From an optimization exercise on the open Yosys and OpenROAD flow, aimed at small area and few clock cycles per item; shortcuts taken in it are not production practice.
The RTL was checked by simulation tests, not by an equivalence proof against the original design.
No activity file was given, so power comes from the tool's default toggle rates.

`flow/flow/run.sh`:
```
#!/bin/bash
# The standard layout (standard.sh) with three changes:
#  - synthesis maps gates with an area-oriented ABC script (flow/synth.tcl,
#    flow/area.abc); everything else in it is the standard synthesis
#  - port buffers are plain buf_1 cells rather than the delay-buffer cell
#    buffer_ports picks by default
#  - global routing offers less of met1/met2 (flow/fastroute.tcl), so the
#    crossbar's long nets are routed on met3/met4 and detailed routing converges
# make's output goes to flow_make.log; each ORFS step keeps its own log under
# orfs/logs/.
set -euo pipefail
cd "$(dirname "$0")/.."
FLOWDIR="$PWD/flow"
bash standard.sh \
  SYNTH_SCRIPT="$FLOWDIR/synth.tcl" \
  FASTROUTE_TCL="$FLOWDIR/fastroute.tcl" \
  "BUFFER_PORTS_ARGS=-buffer_cell sky130_fd_sc_hd__buf_1" \
  finish > flow_make.log 2>&1
```
`flow/flow/area.abc`:
```
strash
&get -n
&st
&dch
&nf -a -R 1000
&put
topo
```
`flow/flow/fastroute.tcl`:
```
# Global routing layers as the platform sets them, but with less of met1 and
# met2 offered to the global router, so that long nets go up to met3/met4
set_global_routing_layer_adjustment met1 0.7
set_global_routing_layer_adjustment met2 0.4
set_global_routing_layer_adjustment met3-met5 0.2
set_routing_layers -clock met3-met5
set_routing_layers -signal met1-met5
```
`flow/flow/synth.tcl`:
```
# The standard synthesis (ORFS synth.tcl with synth -nofsm -noshare, then
# flatten and rename), except that the gate mapping uses an area-oriented ABC
# script instead of ORFS's delay-oriented one
proc synth {args} { yosys synth -nofsm -noshare {*}$args }
set own_dir [file dirname [file normalize [info script]]]
set fh [open $::env(SCRIPTS_DIR)/synth.tcl r]
set orfs_synth [read $fh]
close $fh
set abc_from {log_cmd abc {*}$abc_args}
set abc_to "log_cmd abc -script $own_dir/area.abc {*}\$lib_args {*}\$lib_dont_use_args"
if { [string first $abc_from $orfs_synth] < 0 } {
  error "ORFS synth.tcl has no abc call to replace"
}
eval [string map [list $abc_from $abc_to] $orfs_synth]
# left out here: clear keep_hierarchy, flatten, clean up, hide names made inside functions, write 1_2_yosys.v
```
`flow/standard.sh`:
```
#!/bin/bash
# synth_recipe.tcl (not shown) runs the flow's synth.tcl, then flattens the netlist and writes it again
# the make line also repeats each setting of config.mk as NAME=value (left out here)
make -C /OpenROAD-flow-scripts/flow DESIGN_CONFIG=/design/flow/config.mk WORK_HOME=/design/flow/orfs CLKGATE_MAP_FILE= SYNTH_SCRIPT=/design/flow/synth_recipe.tcl "${@:-finish}"
```
`flow/config.mk`:
```
export PLATFORM = sky130hd
export DESIGN_NAME = grid_torus
export DESIGN_NICKNAME = grid_torus
export VERILOG_FILES = /design/flow/design.v
export SDC_FILE = /design/flow/constraint.sdc
export NUM_CORES = 4
export LEC_CHECK = 0
export CAP_MARGIN = 20
export CORE_MARGIN = 2
export CORE_UTILIZATION = 15
export PLACE_DENSITY = 0.3
export SLEW_MARGIN = 20
```
`flow/constraint.sdc`:
```
create_clock -name core_clock -period 5.5 [get_ports {clk_i}]
set_input_delay 1.1000 -clock core_clock [delete_from_list [all_inputs] [get_ports {clk_i}]]
set_output_delay 1.1000 -clock core_clock [all_outputs]
set_load 0.01 [all_outputs]
```
`flow/design.v`:
```
package grid_pkg;
  localparam int GRID_ROWS  = 3;
  localparam int GRID_COLS  = 3;
  localparam int GRID_NODES = GRID_ROWS * GRID_COLS;
  localparam int ROW_W      = $clog2(GRID_ROWS);
  localparam int COL_W      = $clog2(GRID_COLS);
  localparam int ID_W       = ROW_W + COL_W;
  localparam int PAYLOAD_W  = 16;
endpackage
`timescale 1ns/100ps
module grid_node_switch #(
  parameter int FIRST = 0
) (
  input  logic [grid_pkg::GRID_NODES-1:0] req_i,
  output logic [grid_pkg::GRID_NODES-1:0] gnt_o
);
  localparam int N = grid_pkg::GRID_NODES;
  logic [N-1:0] req_rot;
  logic [N-1:0] gnt_rot;
  logic [N-1:0] below;
  for (genvar i = 0; i < N; i++) begin : gen_rot
    assign req_rot[i]             = req_i[(i + FIRST) % N];
    assign gnt_o[(i + FIRST) % N] = gnt_rot[i];
  end
  always_comb begin
    below[0] = 1'b0;
    for (int i = 1; i < N; i++) begin
      below[i] = below[i-1] | req_rot[i-1];
    end
  end
  assign gnt_rot = req_rot & ~below;
endmodule
`timescale 1ns/100ps
module grid_node #(
  parameter int NODE = 0
) (
  input  logic [grid_pkg::GRID_NODES-1:0]                    inj_valid_i,
  input  logic [grid_pkg::GRID_NODES*4-1:0]                  inj_dst_i,
  input  logic [grid_pkg::GRID_NODES*grid_pkg::PAYLOAD_W-1:0] inj_payload_i,
  output logic [grid_pkg::GRID_NODES-1:0]                    gnt_o,
  output logic                                               ej_valid_o,
  output logic [3:0]                                         ej_src_o,
  output logic [grid_pkg::PAYLOAD_W-1:0]                     ej_payload_o
);
  localparam int N   = grid_pkg::GRID_NODES;
  localparam int PW  = grid_pkg::PAYLOAD_W;
  logic [N-1:0] req;
  function automatic logic coord_is(input logic [1:0] c, input int v);
    case (v)
      0:       coord_is = ~c[1] & ~c[0];
      1:       coord_is = c[0];
      default: coord_is = c[1];
    endcase
  endfunction
  for (genvar s = 0; s < N; s++) begin : gen_req
    assign req[s] = inj_valid_i[s]
                  & coord_is(inj_dst_i[s*4+2 +: 2], NODE / grid_pkg::GRID_COLS)
                  & coord_is(inj_dst_i[s*4 +: 2], NODE % grid_pkg::GRID_COLS);
  end
  grid_node_switch #(
    .FIRST(NODE)
  ) u_arb (
    .req_i(req),
    .gnt_o(gnt_o)
  );
  assign ej_valid_o = |req;
  always_comb begin
    ej_payload_o = '0;
    ej_src_o     = '0;
    for (int s = 0; s < N; s++) begin
      ej_payload_o = ej_payload_o | ({PW{gnt_o[s]}} & inj_payload_i[s*PW +: PW]);
      ej_src_o     = ej_src_o | ({4{gnt_o[s]}} &
                                 {2'(s / grid_pkg::GRID_COLS), 2'(s % grid_pkg::GRID_COLS)});
    end
  end
endmodule
`timescale 1ns/100ps
module grid_torus (
  input  logic                                     clk_i,
  input  logic                                     rst_n_i,
  input  logic [grid_pkg::GRID_NODES-1:0]          inj_valid_i,
  input  logic [grid_pkg::GRID_NODES*4-1:0]        inj_dst_i,
  input  logic [grid_pkg::GRID_NODES*16-1:0]       inj_payload_i,
  output logic [grid_pkg::GRID_NODES-1:0]          inj_ready_o,
  output logic [grid_pkg::GRID_NODES-1:0]          ej_valid_o,
  output logic [grid_pkg::GRID_NODES*4-1:0]        ej_src_o,
  output logic [grid_pkg::GRID_NODES*16-1:0]       ej_payload_o,
  input  logic [grid_pkg::GRID_NODES-1:0]          ej_ready_i
);
  localparam int N = grid_pkg::GRID_NODES;
  logic [N-1:0] gnt [N];
  logic [N-1:0] acc [N];
  for (genvar d = 0; d < N; d++) begin : gen_ej
    grid_node #(
      .NODE(d)
    ) u_node (
      .inj_valid_i  (inj_valid_i),
      .inj_dst_i    (inj_dst_i),
      .inj_payload_i(inj_payload_i),
      .gnt_o        (gnt[d]),
      .ej_valid_o   (ej_valid_o[d]),
      .ej_src_o     (ej_src_o[d*4 +: 4]),
      .ej_payload_o (ej_payload_o[d*16 +: 16])
    );
    for (genvar s = 0; s < N; s++) begin : gen_acc
      assign acc[s][d] = gnt[d][s] & ej_ready_i[d];
    end
  end
  for (genvar s = 0; s < N; s++) begin : gen_inj
    assign inj_ready_o[s] = |acc[s];
  end
endmodule
```
==> metrics.md, run 1 <==
| Metric | Value |
|---|---|
| Status | `no timing/DRC/antenna violations` |
| Die area | `around 54,000 um2` |
| Synth top cells by count | `nand2_1 (516), a222oi_1 (257), nand3_1 (151), a221oi_1 (105), nor2_1 (50)` |
| Count of different cell masters after synthesis | `22` |
| Max stage delay on crit path | `between 0.2 and 0.3 ns` |
| Synthesis-to-finish area growth | `41.66%` |
| Count leader, synth | `nand2_1` |
| Site row count | `just over 80` |
| Worst path bufs/invs | `3` |
| Syn avg cell area | `5.998 um2` |
| Syn nets | `1,499` |
| Placed cells | `~2,500` |
| Total gr overflow | `0` |
| CP arrival | `~4.0 ns` |
| Cell Chain, Critical Path | `buf_1 -> nor2_1 -> and3_1 -> a31oi_1 -> and4_1 -> nand2b_1 -> nand2b_1 -> nand2b_1 -> nor2b_1 -> and3_1 -> nor2b_2 -> buf_4 -> a21oi_1 -> nand3_1 -> buf_1` |
| Layout cells sized above 1 | `8.913%` |
| Post-synth top area cell | `a222oi_1` |
| P_int | `0.3248 mW` |
| Routability Congestion | `0.9954` |
| I/O pins | `around 400` |
| Cell area after synthesis | `7791 um2` |
| Remaining DRCs | `0` |
| Flip-flop and latch count | `0` |
| Initial antenna violation count | `9` |
| Via/cell ratio | `6.639` |
| Worst hold path depth | `4` |
| Iter 0 DRT Violations | `1,919` |
| Critical Path End Type | `output port` |
| Worst-margin pin slew | `0.9843 ns` |
| Slew Limit Headroom | `between 30 and 40%` |
| Final wirelength | `between 90,000 and 100,000 um` |
| Setup TNS | `0 ns` |
| CTS Hold Bufs | `0` |
| Cell mode on critical path | `nand2b_1` |
| Register area share after synthesis | `0%` |
| Port bufs | `396` |
| VDD IR max | `approximately 0.000032 V` |
| Die width | `231.9 um` |
| Fmax | `195.9 MHz` |
| Synth area leaders | `a222oi_1 (33%), nand2_1 (25%), a221oi_1 (12%)` |
| Hpwl dp | `59,060 um` |
| Slowest cell on crit path | `buf_4` |
| Gr usage total | `a little under half` |
| Warnings from Yosys | `22` |
| Maxcap violations | `0` |
| Part of the cycle the worst path needs | `92.84%` |
| Final Max Tran Viols | `0` |
| 1st-pass router iterations | `11` |
| Synth Instances | `around 1,300` |
| Psw | `0.8460 mW` |
| Critical Path Source Type | `input pin` |
| CP Depth | `15` |
| Avg WL per Cell | `37.55 um` |
| Critical path class | `input pin to output port` |
| Largest net degree at the start of global routing | `21` |
| Clock buffer count | `0` |
| Top cell type's share of synthesized area | `33.02%` |
| # nets final | `a little under 2,000` |
| # resized after CTS | `0` |
| Critical path required time | `4.40 ns` |
| Setup bufs post-CTS | `0` |
| Final min period | `5.106 ns` |
| Vias in the first global route | `18,360` |
| RSZ-0062 raised after global routing | `false` |
| Power density over cell area | `106.1 nW/um2` |
| Sw frac | `between 70% and 80%` |
| Tightest Hold Check Type | `input pin to output port` |
| Cell family with most CP delay | `simple AND/OR/NAND/NOR gates` |
| CP Max Fanout | `12` |
| Final setup vio count | `0` |
| Post-Layout Cell Count | `2,468` |
| Via count | `16,390` |
| Final hold vios | `0` |
| First-pass GRT wire length | `128,600 um` |
| Register area | `0 um2` |
| Final ANT Viol Nets | `0` |
| Starting Density | `15.19%` |
| Leak | `4.291 nW` |
| Die Height | `~230 um` |
| Core area | `51,300 um2` |
==> per-stage QoR <==
step	setup slack (ns)	utilization [%]	total power [mW]	hold WS (ns)	area [um2]
after floorplan	0.3093	-	0.4843	2.311	7791
after CTS	0.3979	21.49	1.133	2.691	11030
after global placement	0.4439	21.49	1.132	2.678	11030
after global routing	0.03153	21.50	1.253	2.723	11030
final	0.3940	21.51	1.171	2.687	11040
after detailed placement	0.4220	21.49	1.129	2.688	11030
==> tightest hold or removal path, stage by stage <==
cell and delay [ns]:
buf_1 0.15, nand3_1 0.15, nand2_1 0.06, buf_1 0.12
==> power by group through the flow <==
stage | registers, mW | logic [mW] | clock network [mW]
CTS | 0 | 1.13 | 0
global placement | 0 | 1.13 | 0
detailed placement | 0 | 1.13 | 0
floorplan | 0 | 0.484 | 0
==> layout make-up <==
type / instances / area [um2]
fillers: 6010 / 40260
repair buffers: 494 / 2235
inverters: 2 / 7.507
diodes: 4 / 10.01
well taps: 680 / 850.8
multi-input cells: 1288 / 7934
==> routing by layer <==
metal	GRT usage, %	part of all wire (%)	wire, um	up-vias
met5	9.467	0.27	251	-
met2	58.76	39	35970	1909
li1	-	-	-	6626
met3	43.63	23	21290	453
met4	26.72	7.9	7304	18
met1	62.67	30	27870	7380
==> cell usage in the layout, fill, tap and decap left out <==
cell / synthesis / routed
or3_1: 24 / 24
nor3b_2: 0 / 16
buf_12: 0 / 1
and3_1: 16 / 16
nand2_1: 516 / 516
nor2_1: 50 / 15
nor2b_2: 0 / 5
a221o_1: 4 / 4
a21oi_1: 49 / 49
and2_0: 5 / 5
nand2b_1: 7 / 7
a222oi_1: 257 / 257
and4_1: 2 / 2
nand3b_1: 1 / 1
nor3_2: 0 / 4
nand4_1: 9 / 9
or3b_1: 1 / 1
clkinv_1: 2 / 2
nor2b_1: 13 / 7
a31oi_1: 11 / 11
buf_4: 9 / 97
a221oi_1: 105 / 105
diode_2: 0 / 4
buf_1: 0 / 396
nand3_1: 151 / 151
nor2_2: 0 / 33
nor2b_4: 0 / 1
nor3b_1: 26 / 10
nor2_4: 0 / 2
a22oi_1: 37 / 37
==> kinds of logic (layout without fill, tap and decap cells) <==
kind of cell | count (synthesis) | count (layout) | synth area share, %
buffers and inverters | 11 | 496 | 0.9635
other | 0 | 4 | 0
and+or+nand+nor | 825 | 825 | 46.11
AOI/OAI and AO/OA | 463 | 463 | 52.93
==> final timing paths <==
check / startpoint / endpoint / slack, ns
worst max-delay path: inj_dst_i[13] / ej_payload_o[59] / 0.39
worst min-delay path: inj_dst_i[27] / ej_valid_o[7] / 2.69
Testbench counts, summed over its fixed seeds: cycles 920, flits 4,608.
==> run 2: changes to the inputs <==
--- a/flow/design.v
+++ b/flow/design.v
@@ -7,6 +7,20 @@
   localparam int ID_W       = ROW_W + COL_W;
   localparam int PAYLOAD_W  = 16;
 endpackage
+`timescale 1ns/100ps
+module grid_link_buf (
+  input  logic [8:0] sel_i,
+  input  logic [8:0] d_i,
+  output logic       y_o
+);
+  logic [2:0] grp;
+  for (genvar g = 0; g < 3; g++) begin : gen_grp
+    assign grp[g] = (sel_i[3*g]     & d_i[3*g])
+                  | (sel_i[3*g + 1] & d_i[3*g + 1])
+                  | (sel_i[3*g + 2] & d_i[3*g + 2]);
+  end
+  assign y_o = grp[0] | grp[1] | grp[2];
+endmodule
 `timescale 1ns/100ps
 module grid_node_switch #(
   parameter int FIRST = 0
@@ -64,13 +78,22 @@
     .gnt_o(gnt_o)
   );
   assign ej_valid_o = |req;
+  for (genvar b = 0; b < PW; b++) begin : gen_pay
+    logic [N-1:0] col;
+    for (genvar s = 0; s < N; s++) begin : gen_col
+      assign col[s] = inj_payload_i[s*PW + b];
+    end
+    grid_link_buf u_sel (
+      .sel_i(gnt_o),
+      .d_i  (col),
+      .y_o  (ej_payload_o[b])
+    );
+  end
   always_comb begin
-    ej_payload_o = '0;
-    ej_src_o     = '0;
+    ej_src_o = '0;
     for (int s = 0; s < N; s++) begin
-      ej_payload_o = ej_payload_o | ({PW{gnt_o[s]}} & inj_payload_i[s*PW +: PW]);
-      ej_src_o     = ej_src_o | ({4{gnt_o[s]}} &
-                                 {2'(s / grid_pkg::GRID_COLS), 2'(s % grid_pkg::GRID_COLS)});
+      ej_src_o = ej_src_o | ({4{gnt_o[s]}} &
+                             {2'(s / grid_pkg::GRID_COLS), 2'(s % grid_pkg::GRID_COLS)});
     end
   end
 endmodule
--- a/flow/config.mk
+++ b/flow/config.mk
@@ -7,6 +7,6 @@
 export LEC_CHECK = 0
 export CAP_MARGIN = 20
 export CORE_MARGIN = 2
-export CORE_UTILIZATION = 15
-export PLACE_DENSITY = 0.3
+export CORE_UTILIZATION = 20
+export PLACE_DENSITY = 0.35
 export SLEW_MARGIN = 20
==> run 2 against run 1 <==
Effect of this change:
- count of clock-buffer cells in the layout is the same
- first-iteration DRC count grew 26%
- synthesized area grew 9.1%
- synthesized cell count shrank 5.6%
==> metrics.md, run 2 <==
| Metric | Value |
|---|---|
| Status | `no timing/DRC/antenna violations` |
| Hpwl dp | `59,200 um` |
| Die Height | `approximately 210 um` |
| Starting Density | `between 20 and 25%` |
| Warnings from Yosys | `22` |
| # nets final | `~1,800` |
| CP arrival | `4.00 ns` |
| Syn nets | `approximately 1,400` |
| Via count | `15,970` |
| Vias in the first global route | `18,820` |
| Iter 0 DRT Violations | `2,423` |
| Post-Layout Cell Count | `roughly 2,100` |
| Sw frac | `between 70% and 80%` |
| Design area | `roughly 11,000 um2` |
| Worst hold start | `inj_dst_i[14]` |
| Avg WL per Cell | `42.46 um` |
| Part of the cycle the worst path needs | `92.79%` |
| Setup slack at placement | `around 0.54 ns` |
| Routability Congestion | `1.033` |
| Clock buffer count | `0` |
| VDD IR max | `0.00004275 V` |
| Maxcap violations | `0` |
| Placed Area | `10,630 um2` |
| Remaining DRCs | `0` |
| Multi-input combinational cell area | `about 7600 um2` |
| Register area | `0 um2` |
| RSZ-0062 raised after global routing | `false` |
| Gr usage total | `56.39%` |
| Hold_ws | `2.612 ns` |
| Critical Path Source Type | `input pin` |
| Die area | `between 40,000 and 50,000 um2` |
| Placed cells | `2,126` |
| Max stage delay on crit path | `a little over 0.9 ns` |
| First-pass GRT wire length | `127,800 um` |
| Cell area after synthesis | `8499 um2` |
| Cell Chain, Critical Path | `buf_1 -> nor3b_1 -> nand2_1 -> nand2_1 -> a21oi_1 -> nand2_1 -> nor3b_2 -> buf_4 -> a221o_1 -> a221o_1 -> buf_1` |
| Worst path bufs/invs | `3` |
| Cell family with most CP delay | `simple AND/OR/NAND/NOR gates` |
| Fmax | `195.9 MHz` |
| Final wirelength | `roughly 90,000 um` |
| Synth area leaders | `a222oi_1 (44%), buf_4 (14%), nand2_1 (13%)` |
| Layout cells sized above 1 | `11.66%` |
| Overall power | `approximately 1.2 mW` |
| CP Max Fanout | `10` |
| Post-synth top area cell | `a222oi_1` |
| Slew Limit Headroom | `27.66%` |
| 1st-pass router iterations | `14` |
| CTS Hold Bufs | `0` |
| Core area | `41,950 um2` |
| P_int | `0.3276 mW` |
| Syn avg cell area | `6.933 um2` |
| Fillcell total | `about 4,800` |
| Count of different cell masters after synthesis | `23` |
| CP Launch Point | `inj_valid_i[3]` |
| Top cell type's share of synthesized area | `between 40% and 50%` |
| Critical Path End Type | `output port` |
| Synthesis-to-finish area growth | `25.08%` |
| Slack of the critical path | `just under 0.4 ns` |
| Cell mode on critical path | `nand2_1` |
| Util after Layout | `25.35%` |
| Power density over cell area | `108.6 nW/um2` |
| Initial antenna violation count | `3` |
| Setup TNS | `0 ns` |
| Site row count | `75` |
| Die width | `210.2 um` |
| Worst-margin pin slew | `1.084 ns` |
| Critical path required time | `4.40 ns` |
| Slowest cell on crit path | `nor3b_2` |
| Register area share after synthesis | `0%` |
| Setup bufs post-CTS | `0` |
| Total gr overflow | `0` |
| Count leader, synth | `a222oi_1` |
| Largest net degree at the start of global routing | `22` |
| Port bufs | `396` |
| Psw | `0.8272 mW` |
| Final ANT Viol Nets | `0` |
| Tightest Hold Check Type | `input pin to output port` |
| Final hold vios | `0` |
| Most frequent cells in the layout | `buf_1 (396), a222oi_1 (372), nand2_1 (300), buf_4 (118), nand3_1 (110)` |
| Final setup vio count | `0` |
| Flip-flop and latch count | `0` |
| Critical path class | `input pin to output port` |
| Via/cell ratio | `7.505` |
| Leak | `3.956 nW` |
| Commonest non-fill, non-tap cell in the layout | `buf_1` |
| Final min period | `5.104 ns` |
| Final Max Tran Viols | `0` |
| Synth top cells by count | `a222oi_1 (372), nand2_1 (300), buf_4 (153), nand3_1 (110), a221oi_1 (64)` |
| Synth Instances | `1,226` |
| # resized after CTS | `0` |
| I/O pins | `between 300 and 400` |
## run 2: worst paths after layout
path	to	slack, ns	cells past startpoint
max	inj_ready_o[7]	0.40	11
min	ej_valid_o[4]	2.61	4
## run 2: cells by family after synthesis
group | share of synthesized area (%)
simple gates | 32.09
compound gates | 54.31
buf+inv | 13.60
## run 2: per-layer routing
metal / vias up / global-route usage [%] / part of all wire [%]
li1: 6237 / - / -
met5: - / 17.69 / 0.38
met4: 14 / 38.47 / 9.3
met1: 7220 / 72.31 / 30
met3: 541 / 51.62 / 22
met2: 1959 / 68.29 / 38
## run 2: final cells by class
cell class | instances | area share [%]
Inverter | 2 | 0.07061
Timing Repair Buffer | 514 | 22.31
Antenna cell | 2 | 0.04708
Tap cell | 539 | 6.343
Multi-Input combinational cell | 1071 | 71.23
## run 2: power groups by stage
stage / Sequential (mW) / Clock (mW) / Combinational (mW)
after CTS: 0 / 0 / 1.11
after detailed placement: 0 / 0 / 1.11
after global placement: 0 / 0 / 1.11
after floorplan: 0 / 0 / 0.643
## run 2: tightest hold or removal path: cells and delay by family
family / cells / cell delay (ns)
buffers and inverters: 2 / 0.22
AND/OR/NAND/NOR: 2 / 0.19
Testbench counts of run 2, summed over its fixed seeds: cycles 920, flits 4,608.
